Background: an optimization exercise with open tools, aiming at a short achievable clock period and few clock cycles per item. Do not read the settings as production practice. Only simulation tests tie the RTL to the original design; equivalence was not proved. Power and IR drop assume default switching activity.

--- design/flow/design.v ---
`timescale 1ns / 1ps
package dtq_pkg;
  localparam int QUEUE_DEPTH  = 16;
  localparam int RESULT_LIMIT = 16;
  localparam int TIME_W       = 48;
  localparam int HANDLE_W     = 8;
  localparam int CNT_W        = $clog2(QUEUE_DEPTH + 1);
  localparam int REL_W        = $clog2(RESULT_LIMIT);
  localparam int FIFO_DEPTH   = 2;
  localparam int FIFO_PTR_W   = $clog2(FIFO_DEPTH);
  localparam int FIFO_CNT_W   = $clog2(FIFO_DEPTH + 1);
  typedef enum logic {
    OP_ADD  = 1'b0,
    OP_TICK = 1'b1
  } op_t;
  typedef enum logic {
    ST_RELEASED = 1'b0,
    ST_REJECTED = 1'b1
  } status_t;
  typedef struct packed {
    op_t                 op;
    logic [TIME_W-1:0]   key;
    logic [HANDLE_W-1:0] handle;
  } cmd_t;
  typedef struct packed {
    logic             releasing;
    logic [CNT_W-1:0] count;
  } back_status_t;
endpackage
`timescale 1ns / 1ps
import dtq_pkg::*;
module dtq_front (
  input  logic                clk,
  input  logic                rst,
  input  logic                item_valid,
  output logic                item_stall,
  input  logic                kind,
  input  logic [TIME_W-1:0]   deadline,
  input  logic [HANDLE_W-1:0] handle,
  input  logic [TIME_W-1:0]   current_time,
  output logic                cmd_valid,
  output dtq_pkg::cmd_t       cmd,
  input  logic                cmd_take
);
  logic                     hd_v;
  logic                     sp_v;
  logic [TIME_W+HANDLE_W:0] hd_q;
  logic [TIME_W+HANDLE_W:0] sp_q;
  dtq_pkg::cmd_t            cmd_in;
  logic                     push;
  logic                     pop;
  always_comb begin
    cmd_in.op     = dtq_pkg::op_t'(kind);
    cmd_in.key    = kind ? current_time : deadline;
    cmd_in.handle = handle;
  end
  assign item_stall = sp_v;
  assign push       = item_valid && !sp_v;
  assign pop        = cmd_take && hd_v;
  assign cmd_valid  = hd_v;
  assign cmd        = hd_q;
  always_ff @(posedge clk) begin
    if (rst) begin
      hd_v <= 1'b0;
      sp_v <= 1'b0;
    end else begin
      if (sp_v) begin
        if (pop) begin
          hd_v <= 1'b1;
          sp_v <= 1'b0;
        end
      end else if (!hd_v || pop) begin
        hd_v <= push;
      end else begin
        sp_v <= push;
      end
    end
  end
  always_ff @(posedge clk) begin
    if (sp_v) begin
      if (pop) hd_q <= sp_q;
    end else if (!hd_v || pop) begin
      if (push) hd_q <= cmd_in;
    end else begin
      if (push) sp_q <= cmd_in;
    end
  end
endmodule
`timescale 1ns / 1ps
import dtq_pkg::*;
module dtq_back (
  input  logic                clk,
  input  logic                rst,
  input  logic                cmd_valid,
  input  dtq_pkg::cmd_t       cmd,
  output logic                cmd_take,
  output logic                result_valid,
  input  logic                result_stall,
  output logic                status,
  output logic [HANDLE_W-1:0] out_handle,
  output logic [TIME_W-1:0]   out_deadline,
  output logic                last
);
  localparam int N = QUEUE_DEPTH;
  logic [N-1:0]        c_v;
  logic [N-1:0]        c_f;      
  logic [N-1:0]        c_l;      
  logic [TIME_W-1:0]   c_dl [N];
  logic [HANDLE_W-1:0] c_hd [N];
  logic                o_v;
  logic                k_v;
  logic [TIME_W+HANDLE_W+1:0] o_q;    
  logic [TIME_W+HANDLE_W+1:0] k_q;
  logic [N-1:0] gtc;     
  logic [N-1:0] g;       
  logic [N-1:0] e;       
  logic [N:0]   ins_at;  
  logic is_add, is_tick, full, pop, do_ins, do_rej, do_tick;
  logic beat_v;
  logic [TIME_W+HANDLE_W+1:0] beat_q;
  logic [N:0]        a_v, a_f, a_l;
  logic [TIME_W-1:0]   a_dl [N+1];
  logic [HANDLE_W-1:0] a_hd [N+1];
  assign is_add  = cmd_valid && (cmd.op == OP_ADD);
  assign is_tick = cmd_valid && (cmd.op == OP_TICK);
  assign full    = c_v[N-1] && !c_f[0];
  assign pop     = c_f[0] && !k_v;
  assign do_rej  = is_add && full && !k_v;
  assign do_ins  = is_add && !full && (!c_v[N-1] || pop);
  assign do_tick = is_tick;
  assign cmd_take = do_rej || do_ins || do_tick;
  genvar gi;
  generate
    for (gi = 0; gi < N; gi++) begin : g_cmp
      assign gtc[gi] = c_dl[gi] > cmd.key;
      assign g[gi]   = c_v[gi] && !c_f[gi] && gtc[gi];
      assign e[gi]   = c_v[gi] && !c_f[gi] && !gtc[gi];
    end
  endgenerate
  always_comb begin
    for (int j = 0; j <= N; j++) begin
      logic gp, gj, vp, vj;
      gp = (j == 0) ? 1'b0 : g[(j == 0) ? 0 : j-1];
      gj = (j == N) ? 1'b0 : g[(j == N) ? 0 : j];
      vp = (j == 0) ? 1'b1 : c_v[(j == 0) ? 0 : j-1];
      vj = (j == N) ? 1'b0 : c_v[(j == N) ? 0 : j];
      ins_at[j] = !gp && (gj || (!vj && vp));
    end
  end
  always_comb begin
    for (int j = 0; j <= N; j++) begin
      logic          cv, cf, cl, ce, ce1;
      logic [TIME_W-1:0]   cdl;
      logic [HANDLE_W-1:0] chd;
      cv  = (j == N) ? 1'b0 : c_v[(j == N) ? 0 : j];
      cf  = (j == N) ? 1'b0 : c_f[(j == N) ? 0 : j];
      cl  = (j == N) ? 1'b0 : c_l[(j == N) ? 0 : j];
      ce  = (j == N) ? 1'b0 : e[(j == N) ? 0 : j];
      ce1 = (j >= N-1) ? 1'b0 : e[(j >= N-1) ? 0 : j+1];
      cdl = (j == N) ? '0 : c_dl[(j == N) ? 0 : j];
      chd = (j == N) ? '0 : c_hd[(j == N) ? 0 : j];
      a_v[j]  = cv;
      a_f[j]  = cf;
      a_l[j]  = cl;
      a_dl[j] = cdl;
      a_hd[j] = chd;
      if (do_ins) begin
        if (j > 0 && g[(j == 0) ? 0 : j-1]) begin
          a_v[j]  = 1'b1;
          a_f[j]  = 1'b0;
          a_l[j]  = 1'b0;
          a_dl[j] = c_dl[(j == 0) ? 0 : j-1];
          a_hd[j] = c_hd[(j == 0) ? 0 : j-1];
        end else if (ins_at[j]) begin
          a_v[j]  = 1'b1;
          a_f[j]  = 1'b0;
          a_l[j]  = 1'b0;
          a_dl[j] = cmd.key;
          a_hd[j] = cmd.handle;
        end
      end else if (do_tick) begin
        if (ce) begin
          a_f[j] = 1'b1;
          a_l[j] = !ce1;
        end
      end
    end
  end
  always_ff @(posedge clk) begin
    for (int i = 0; i < N; i++) begin
      if (pop) begin
        c_dl[i] <= a_dl[i+1];
        c_hd[i] <= a_hd[i+1];
      end else if (do_ins) begin
        c_dl[i] <= a_dl[i];
        c_hd[i] <= a_hd[i];
      end
    end
  end
  always_ff @(posedge clk) begin
    if (rst) begin
      c_v <= '0;
      c_f <= '0;
      c_l <= '0;
    end else if (pop) begin
      c_v <= a_v[N:1];
      c_f <= a_f[N:1];
      c_l <= a_l[N:1];
    end else begin
      c_v <= a_v[N-1:0];
      c_f <= a_f[N-1:0];
      c_l <= a_l[N-1:0];
    end
  end
  assign beat_v = pop || do_rej;
  assign beat_q = do_rej ? {ST_REJECTED, cmd.handle, cmd.key, 1'b1}
                         : {ST_RELEASED, c_hd[0], c_dl[0], c_l[0]};
  always_ff @(posedge clk) begin
    if (rst) begin
      o_v <= 1'b0;
      k_v <= 1'b0;
    end else if (k_v) begin
      if (!result_stall) begin
        o_v <= 1'b1;
        k_v <= 1'b0;
      end
    end else if (beat_v) begin
      if (!o_v || !result_stall) o_v <= 1'b1;
      else                       k_v <= 1'b1;
    end else if (!result_stall) begin
      o_v <= 1'b0;
    end
  end
  always_ff @(posedge clk) begin
    if (k_v) begin
      if (!result_stall) o_q <= k_q;
    end else if (beat_v) begin
      if (!o_v || !result_stall) o_q <= beat_q;
      else                       k_q <= beat_q;
    end
  end
  assign result_valid = o_v;
  assign {status, out_handle, out_deadline, last} = o_q;
endmodule
`timescale 1ns / 1ps
import dtq_pkg::*;
module deadline_timer_queue (
  input  logic                clk,
  input  logic                rst,
  input  logic                item_valid,
  output logic                item_stall,
  input  logic                kind,
  input  logic [TIME_W-1:0]   deadline,
  input  logic [HANDLE_W-1:0] handle,
  input  logic [TIME_W-1:0]   current_time,
  output logic                result_valid,
  input  logic                result_stall,
  output logic                status,
  output logic [HANDLE_W-1:0] out_handle,
  output logic [TIME_W-1:0]   out_deadline,
  output logic                last
);
  logic          cmd_valid;
  dtq_pkg::cmd_t cmd;
  logic          cmd_take;
  dtq_front u_front (
    .clk          (clk),
    .rst          (rst),
    .item_valid   (item_valid),
    .item_stall   (item_stall),
    .kind         (kind),
    .deadline     (deadline),
    .handle       (handle),
    .current_time (current_time),
    .cmd_valid    (cmd_valid),
    .cmd          (cmd),
    .cmd_take     (cmd_take)
  );
  dtq_back u_back (
    .clk          (clk),
    .rst          (rst),
    .cmd_valid    (cmd_valid),
    .cmd          (cmd),
    .cmd_take     (cmd_take),
    .result_valid (result_valid),
    .result_stall (result_stall),
    .status       (status),
    .out_handle   (out_handle),
    .out_deadline (out_deadline),
    .last         (last)
  );
endmodule
--- design/flow/constraint.sdc ---
create_clock -name core_clock -period 7.0 [get_ports {clk}]
set_input_delay 1.4000 -clock core_clock [delete_from_list [all_inputs] [get_ports {clk}]]
set_output_delay 1.4000 -clock core_clock [all_outputs]
set_load 0.01 [all_outputs]
--- design/flow/run.sh ---
#!/bin/bash
# synth_recipe.tcl (not shown) runs the flow's synth.tcl, then flattens the netlist and writes it again
# the make line also repeats each setting of config.mk as NAME=value (left out here)
make -C /OpenROAD-flow-scripts/flow DESIGN_CONFIG=/design/flow/config.mk WORK_HOME=/design/flow/orfs CLKGATE_MAP_FILE= SYNTH_SCRIPT=/design/flow/synth_recipe.tcl finish
--- design/flow/config.mk ---
export PLATFORM = sky130hd
export DESIGN_NAME = deadline_timer_queue
export DESIGN_NICKNAME = deadline_timer_queue
export VERILOG_FILES = /design/flow/design.v
export SDC_FILE = /design/flow/constraint.sdc
export NUM_CORES = 4
export LEC_CHECK = 0
export CAP_MARGIN = 20
export CORE_MARGIN = 2
export CORE_UTILIZATION = 40
export SLEW_MARGIN = 20
==> results of run 1 <==
per-layer routing:
layer,part of all wire (%),vias to the layer above,wire (microns)
met1,39,39187,151500
met4,7.4,16,29000
met2,43,5595,166800
met3,11,1150,43970
li1,-,32863,-
met5,0.031,-,120
cell usage after synthesis (all sizes together) (30+ instances only):
master | n | area [sq um]
o221ai | 114 | 998.5
nor2b | 51 | 319.1
a21o | 50 | 375.4
o21a | 30 | 225.2
a2bb2oi | 30 | 262.8
mux2i | 385 | 3854
nand2 | 491 | 1843
a221oi | 298 | 2623
mux2 | 169 | 1903
o22a | 41 | 359.1
buf | 142 | 710.7
dfxtp | 52 | 1041
nor3 | 159 | 810.8
and3 | 218 | 1364
o2bb2ai | 57 | 499.2
nand4 | 143 | 894.6
a21oi | 631 | 3173
inv | 149 | 559.3
edfxtp | 1126 | 33810
clkbuf | 504 | 1892
a222oi | 197 | 1972
ha | 768 | 9609
nor2 | 252 | 955.9
a22oi | 161 | 1209
nor4 | 47 | 319.1
nand2b | 50 | 312.8
a32o | 121 | 1211
a31oi | 62 | 409.1
a221o | 60 | 600.6
a211oi | 105 | 803.3
and2 | 54 | 337.8
o211ai | 81 | 608.1
a32oi | 35 | 306.5
nand3 | 174 | 870.8
o22ai | 155 | 969.7
o21ai | 453 | 2293
final timing paths:
| path | startpoint | to | slack [ps] | depth (start not counted) |
|---|---|---|---|---|
| hold / removal | u_front.sp_q[5] | u_front.hd_q[5] | 520 | 1 |
| setup reg to reg | u_front.hd_q[25] | u_back.c_dl[11][17] | 210 | 14 |
| hold reg to reg | u_front.sp_q[5] | u_front.hd_q[5] | 520 | 1 |
| setup / recovery | u_front.hd_q[25] | u_back.c_dl[11][17] | 210 | 14 |
what timing repair did:
| item | CTS | global route |
|---|---|---|
| hold buffers | 0 | 0 |
| resized for setup | 0 | 1 |
| setup buffers | 0 | 3 |
| setup endpoints to repair | 0 | 2 |
cells by family after synthesis:
logic type | after synthesis | synth area share (%)
AO/OA/AOI/OAI | 2858 | 24.82
AND/OR/NAND/NOR | 1732 | 10.58
flip-flops | 1178 | 42.15
buffers and inverters | 806 | 3.873
adder cells (fa/ha/maj) | 768 | 11.62
multiplexers | 554 | 6.961
sequential cells by signal, indices dropped and copies added (netlist names), 57 cells and up:
register and cells:
u_back.k_q 58, u_front.hd_q 57, u_front.sp_q 57, u_back.o_q 58, u_back.c_hd 128, u_back.c_dl 768
power groups by stage:
stage / Clock (mW) / Sequential, mW / Combinational (mW)
global placement: 0 / 8.30 / 2.23
CTS: 8.13 / 8.16 / 2.30
global route: 8.40 / 8.17 / 2.53
detailed placement: 0 / 8.30 / 2.29
floorplan: 0 / 8.21 / 1.28
finish: 8.10 / 8.17 / 2.37
cell type report:
cell class | count | area (sq um)
well taps | 2688 | 3363
clock buffers | 182 | 3923
clock inverters | 86 | 1035
diodes | 3 | 7.507
fillers | 18963 | 109800
multi-input cells | 5912 | 45240
flip-flops and latches | 1178 | 34860
repair buffers | 678 | 6153
inverters | 160 | 600.6
per-stage QoR:
step                setup slack (ps)  hold slack [ps]
global route                   232.2            530.7
global placement               100.7            489.6
CTS                            176.4            529.3
floorplan                      816.5            472.4
detailed placement             231.8            512.4
finish                         210.7            524.2
==> notes.md, run 1 <==
Site Rows=166; Final Cycle Share=96.99%; Net Switching=5.329 mW; die width=458.7 microns; Post-DP Area=0.09016 sq mm; met3 Use GR=7.475%; met1 global-route usage=47.57%; WP buf/inv=4; clk slew on worst S/H paths=60 ps; post-route ant nets=0; clock share of power=43.4%; CP max FO=37; chip height=458.7 microns; Detailed Place HPWL=289.3 mm; Hold Path Class=flop to flop; most frequent cells in the layout=1,126 x edfxtp_1, 768 x ha_1, 620 x a21oi_1; FF+latch count, synth=1,178; layout cells sized above 1=12.68%; maximum vdd drop=0.0002782 V; layer carrying the most global-route usage=met2; Vias/cell=7.239; Clock Skews=61.05 ps; worst-margin pin slew=1328 ps; async set-or-reset flop fraction in the synthesized netlist=0%; power consumption=18.65 mW; top_reg_cell synth=edfxtp_1; total track usage=35.94%; Slew HR=10.86%; initial antenna violation count=16; Achievable Freq=0.1473 GHz; Clk Latency, worst-skew pair=880 ps; Final Max Slew Viols=0; Layout Cells excl Fill=10,887; drt pass-1 iters=9; critical path required time=7540 ps; Design Area, Final=0.09518 sq mm; Tmin final=6789 ps; syn avg cell area=10.47 sq um; CP top delay family=compound AO/OA/AOI/OAI gates; Final Util=46.43%; CTS Buffer Depth=3; largest net degree at the start of global routing=154; Buffers on Ports=168; clock sink total=1,178; most used cell, CP=buf_4; Switching Fraction=28.57%; DRC viols=0; Detailed Route Iter0 Violations=13,325; met2 GRT Util=53.47%; Final Hold Vio Count=0; commonest non-fill, non-tap cell in the layout=edfxtp_1; H-tree depth=4; setup violators final=0; CTS tree=built; global-route wire length before repair=550.1 mm; Die ar.=0.2104 sq mm; critical-path cell list=inv_1 > buf_4 > ha_1 > nand4_1 > nor4_1 > nand2_1 > a41oi_1 > a211oi_1 > buf_4 > o21ai_1 > o21ai_4 > buf_12 > a221oi_1 > mux2i_1; number of I/O pins=169; core region area=0.2050 sq mm; initial core utilization=40.34%; Leakage=37.07 nW; Post-Synthesis Net Count=8,773; synth unique cells=95; nets@finish=8,955; Pwr per Cell Area=196.0 mW/mm^2; Post-synth EDFFs=1,126; DP Cell Count=10,612; via count=78,811; total grt overflow=0; crit path DAT=7330 ps; critical setup path kind=flop to flop; Clk Tree Root Cell=clkbuf_16; combinational share of power=12.7%; Critical Path Slowest Stage Cell=a221oi_1; Total Neg Setup Slack=0 ps; YS warnings=6; Reg power frac=43.8%; wire per inst=35.95 microns; mapped cell area=0.08270 sq mm; RSZ-0062 raised after global routing=no; final wirelength=391.4 mm; outcome=complete, no violations; vias in the first global route=75,449; register area share after synthesis=42.15%; cell-internal power=13.32 mW; CP peak stage delay=990 ps; RePlAce Congestion=1.033; crit start category=flop; Syn-to-layout area delta=15.09%; synthesized instance count=7,896; CP Capture Type=flop; Max-Cap Viols=0; Num CTS Buffers=148
Testbench counts, summed over its fixed seeds: cycles 19,311, items 19,216.
==> inputs of run 2 (changes only) <==
--- a/design/flow/design.v
+++ b/design/flow/design.v
@@ -117,2 +117,11 @@
   logic [N:0]   ins_at;  
+  logic                h_v;
+  logic                h_op;
+  logic [TIME_W-1:0]   h_key;
+  logic [HANDLE_W-1:0] h_hd;
+  logic [N-1:0]        h_gt;    
+  logic                h_take;
+  logic [N-1:0]        r_gt;    
+  logic                r_new;   
+  logic [N:0]          a_x;
   logic is_add, is_tick, full, pop, do_ins, do_rej, do_tick;
@@ -123,4 +132,4 @@
   logic [HANDLE_W-1:0] a_hd [N+1];
-  assign is_add  = cmd_valid && (cmd.op == OP_ADD);
-  assign is_tick = cmd_valid && (cmd.op == OP_TICK);
+  assign is_add  = h_v && (h_op == OP_ADD);
+  assign is_tick = h_v && (h_op == OP_TICK);
   assign full    = c_v[N-1] && !c_f[0];
@@ -130,3 +139,4 @@
   assign do_tick = is_tick;
-  assign cmd_take = do_rej || do_ins || do_tick;
+  assign h_take  = do_rej || do_ins || do_tick;
+  assign cmd_take = !h_v || h_take;
   genvar gi;
@@ -134,3 +144,4 @@
     for (gi = 0; gi < N; gi++) begin : g_cmp
-      assign gtc[gi] = c_dl[gi] > cmd.key;
+      assign gtc[gi] = h_gt[gi];
+      assign r_gt[gi] = c_dl[gi] > cmd.key;
       assign g[gi]   = c_v[gi] && !c_f[gi] && gtc[gi];
@@ -166,2 +177,3 @@
       a_hd[j] = chd;
+      a_x[j]  = (j == N) ? 1'b0 : r_gt[(j == N) ? 0 : j];
       if (do_ins) begin
@@ -172,2 +184,3 @@
           a_dl[j] = c_dl[(j == 0) ? 0 : j-1];
+          a_x[j]  = r_gt[(j == 0) ? 0 : j-1];
           a_hd[j] = c_hd[(j == 0) ? 0 : j-1];
@@ -177,4 +190,5 @@
           a_l[j]  = 1'b0;
-          a_dl[j] = cmd.key;
-          a_hd[j] = cmd.handle;
+          a_dl[j] = h_key;
+          a_hd[j] = h_hd;
+          a_x[j]  = r_new;
         end
@@ -214,4 +228,20 @@
   end
+  assign r_new = h_key > cmd.key;
+  always_ff @(posedge clk) begin
+    if (rst) begin
+      h_v <= 1'b0;
+    end else if (cmd_take) begin
+      h_v <= cmd_valid;
+    end
+  end
+  always_ff @(posedge clk) begin
+    if (cmd_take && cmd_valid) begin
+      h_op  <= cmd.op;
+      h_key <= cmd.key;
+      h_hd  <= cmd.handle;
+      h_gt  <= pop ? a_x[N:1] : a_x[N-1:0];
+    end
+  end
   assign beat_v = pop || do_rej;
-  assign beat_q = do_rej ? {ST_REJECTED, cmd.handle, cmd.key, 1'b1}
+  assign beat_q = do_rej ? {ST_REJECTED, h_hd, h_key, 1'b1}
                          : {ST_RELEASED, c_hd[0], c_dl[0], c_l[0]};
--- a/design/flow/config.mk
+++ b/design/flow/config.mk
@@ -7,2 +7,3 @@
 export LEC_CHECK = 0
+export ABC_CLOCK_PERIOD_IN_PS = 3000
 export CAP_MARGIN = 20
@@ -10,2 +11,3 @@
 export CORE_UTILIZATION = 40
+export SETUP_SLACK_MARGIN = 4.0
 export SLEW_MARGIN = 20
==> notes.md, run 2 <==
outcome=complete, no violations; area leader, netlist=edfxtp_1; vias in the first global route=69,595; Post-Synthesis Net Count=9,269; Syn-to-layout area delta=17.24%; Tmin final=3327 ps; top cell type's share of synthesized area=43.22%; nets@finish=9,382; initial antenna violation count=21; hold slack=417.7 ps; async set-or-reset flop fraction in the synthesized netlist=0%; final wirelength=340.9 mm; RSZ-0062 raised after global routing=yes; largest net degree at the start of global routing=213; power consumption=18.97 mW; total grt overflow=0; Synth area leaders=edfxtp_1 43%, ha_1 12%, mux2i_1 9.6%, o22ai_1 6.4%, o21ai_0 6.3%; setup violators final=0; Leakage=39.47 nW; global-route wire length before repair=487.2 mm; post-route ant nets=0; crit path DAT=4020 ps; Detailed Place HPWL=214.6 mm; wire per inst=29.97 microns; CTS Buffer Depth=3; clock sink total=1,252; Vias/cell=6.480; Reg2Reg Setup Slack=3670 ps; footprint of the multi-input gates=0.04564 sq mm; Layout Cells excl Fill=11,373; Buffers on Ports=168; Regs by FF count=u_back.c_dl: 768 flops, u_back.c_hd: 128 flops; Design Area, Final=0.09767 sq mm; CTS tree=built; Detailed Route Iter0 Violations=9,543; core region area=0.2071 sq mm; fin worst setup slack=3673 ps; H-tree depth=4; worst slack at placement=2539 ps; maximum vdd drop=0.0002842 V; Final Cycle Share=47.53%; die width=460.4 microns; total track usage=31.07%; Total Neg Setup Slack=0 ps; synth cell count leaders=1,387 x nand2_1, 1,199 x edfxtp_1, 1,053 x o21ai_0; most frequent cells in the layout=1,361 x nand2_1, 1,199 x edfxtp_1, 987 x o21ai_0; synth unique cells=64; RePlAce Congestion=0.9839; FF+latch count, synth=1,252; Storage cell area=0.03707 sq mm; Worst Setup SP=u_front.hd_q[39]; via count=73,692; Post-DP Area=0.08802 sq mm; register area share after synthesis=44.49%; DP Cell Count=10,836; CP Capture Type=flop; CP max FO=13; commonest non-fill, non-tap cell in the layout=nand2_1; synthesized instance count=8,344; Final Max Slew Viols=0; Clk Tree Root Cell=clkbuf_16; Clock Skews=40.53 ps; Achievable Freq=0.3006 GHz; Hold-fix buffers, CTS=0; worst-margin pin slew=1266 ps; Hold Path Class=flop to flop; top-count cell post-synth=nand2_1; syn avg cell area=9.984 sq um; reg2reg end=u_back.h_gt[12]; Final Hold Vio Count=0; YS warnings=6; RR Startpoint=u_front.hd_q[39]; drt pass-1 iters=8; DRC viols=0; Pwr per Cell Area=194.2 mW/mm^2; Slew HR=15.62%; Final Util=47.17%; critical path required time=7690 ps; top_reg_cell synth=edfxtp_1; Num CTS Buffers=153; initial core utilization=40.23%; Clk Latency, worst-skew pair=850 ps; Max-Cap Viols=0; Post-synth EDFFs=1,199; layout cells sized above 1=13.17%; critical setup path kind=flop to flop; FILL cells=19,028; FF-to-FF path depth=12; clk slew on worst S/H paths=60 ps; Largest register FFs=768; Die ar.=0.2119 sq mm; chip height=460.4 microns; crit start category=flop; mapped cell area=0.08331 sq mm; number of I/O pins=169; Site Rows=167; crit path to=u_back.h_gt[12]; Largest Register=u_back.c_dl
## run 2: kinds of logic after synthesis
kind of cell / share of synthesized area, %
flip-flops: 44.49
adder cells (fa/ha/maj): 12.26
AO/OA/AOI/OAI: 17.82
buffers and inverters: 3.411
AND/OR/NAND/NOR: 10.22
multiplexers: 11.80
## run 2: repair_timing
action,4_1_cts,5_1_grt
buffers inserted,197,34
endpoints found under the setup margin,1983,658
pin swaps,137,45
resized for setup,461,130
gates cloned,18,3
## run 2: power breakdown
group	switching, mW	internal (mW)	leakage, nW	total, mW
registers	0.141	8.35	11.4	8.49
clock network	3.47	4.61	2.37	8.08
logic	1.49	0.903	25.7	2.39
## run 2: critical path, cell delays in order (launching register included)
cell and delay [ps]:
edfxtp_1 390, clkinvlp_4 110, buf_12 160, buf_4 150, ha_1 310, nand4_1 250, or3_1 500, nor4_2 450
o311a_1 260, nor3_1 50, nor2_1 200, o221ai_1 180, mux2i_1 180
## run 2: metal layers
| layer | GRT usage, % | routed length [microns] |
|---|---|---|
| met3 | 6.943 | 36030 |
| met1 | 39.87 | 131700 |
| met4 | 17.81 | 21900 |
| met5 | 0 | 91 |
| met2 | 48.15 | 151100 |
## run 2: worst min path at each step
stage,to,slack [ps],startpoint,cells past startpoint
6_report,u_back.h_hd[6],420,u_front.hd_q[6],0
2_1_floorplan,u_back.h_hd[0],400,u_front.hd_q[0],0
4_1_cts,u_back.h_hd[2],420,u_front.hd_q[2],0
5_1_grt,u_back.h_hd[2],430,u_front.hd_q[2],0
3_3_place_gp,u_back.h_hd[6],400,u_front.hd_q[6],0
3_5_place_dp,u_back.h_hd[6],400,u_front.hd_q[6],0
## run 2: area by class of cell
| cell class | count | area share (%) |
|---|---|---|
| well taps | 2788 | 3.572 |
| multi-input cells | 6350 | 46.73 |
| clock inverters | 85 | 0.8109 |
| clock buffers | 195 | 4.187 |
| repair buffers | 598 | 6.244 |
| diodes | 3 | 0.007686 |
| flip-flops and latches | 1252 | 37.96 |
| inverters | 101 | 0.4842 |
| repair inverters | 1 | 0.007686 |
Testbench counts of run 2, summed over its fixed seeds: cycles 19,319, items 19,216.

## afterwards: timing with drivers on the ports
In the flow no input, the clock included, has a driving cell. The finished layouts below were timed again as built, in two steps.
Step 1 sets driving cells, clkbuf_16 on the clock port and buf_2 on the other inputs (assumed; they add their load-dependent delay and slew).
Step 2 moves the port delays by t, midway between the first and last clock arrival at a register: inputs arrive t later, outputs are due t later. That takes back most of the time a late clock gives input paths.
Three values: no drivers, after step 1, after step 2; two values: the first two.
run	t (ns)	slack for setup (ns)	clock arrival spread, ns	worst slew at a driven data input, ns
run 1	0.949	0.211 / 0.211 / 0.211	0.062 / 0.062	0.04
run 2	0.923	3.673 / 3.673 / 3.379	0.041 / 0.041	0.12
After both steps every run listed still meets setup and hold. For run 2, which loses most, drivers alone change the setup slack by 0.000 ns; drivers and shift together by -0.294 ns.
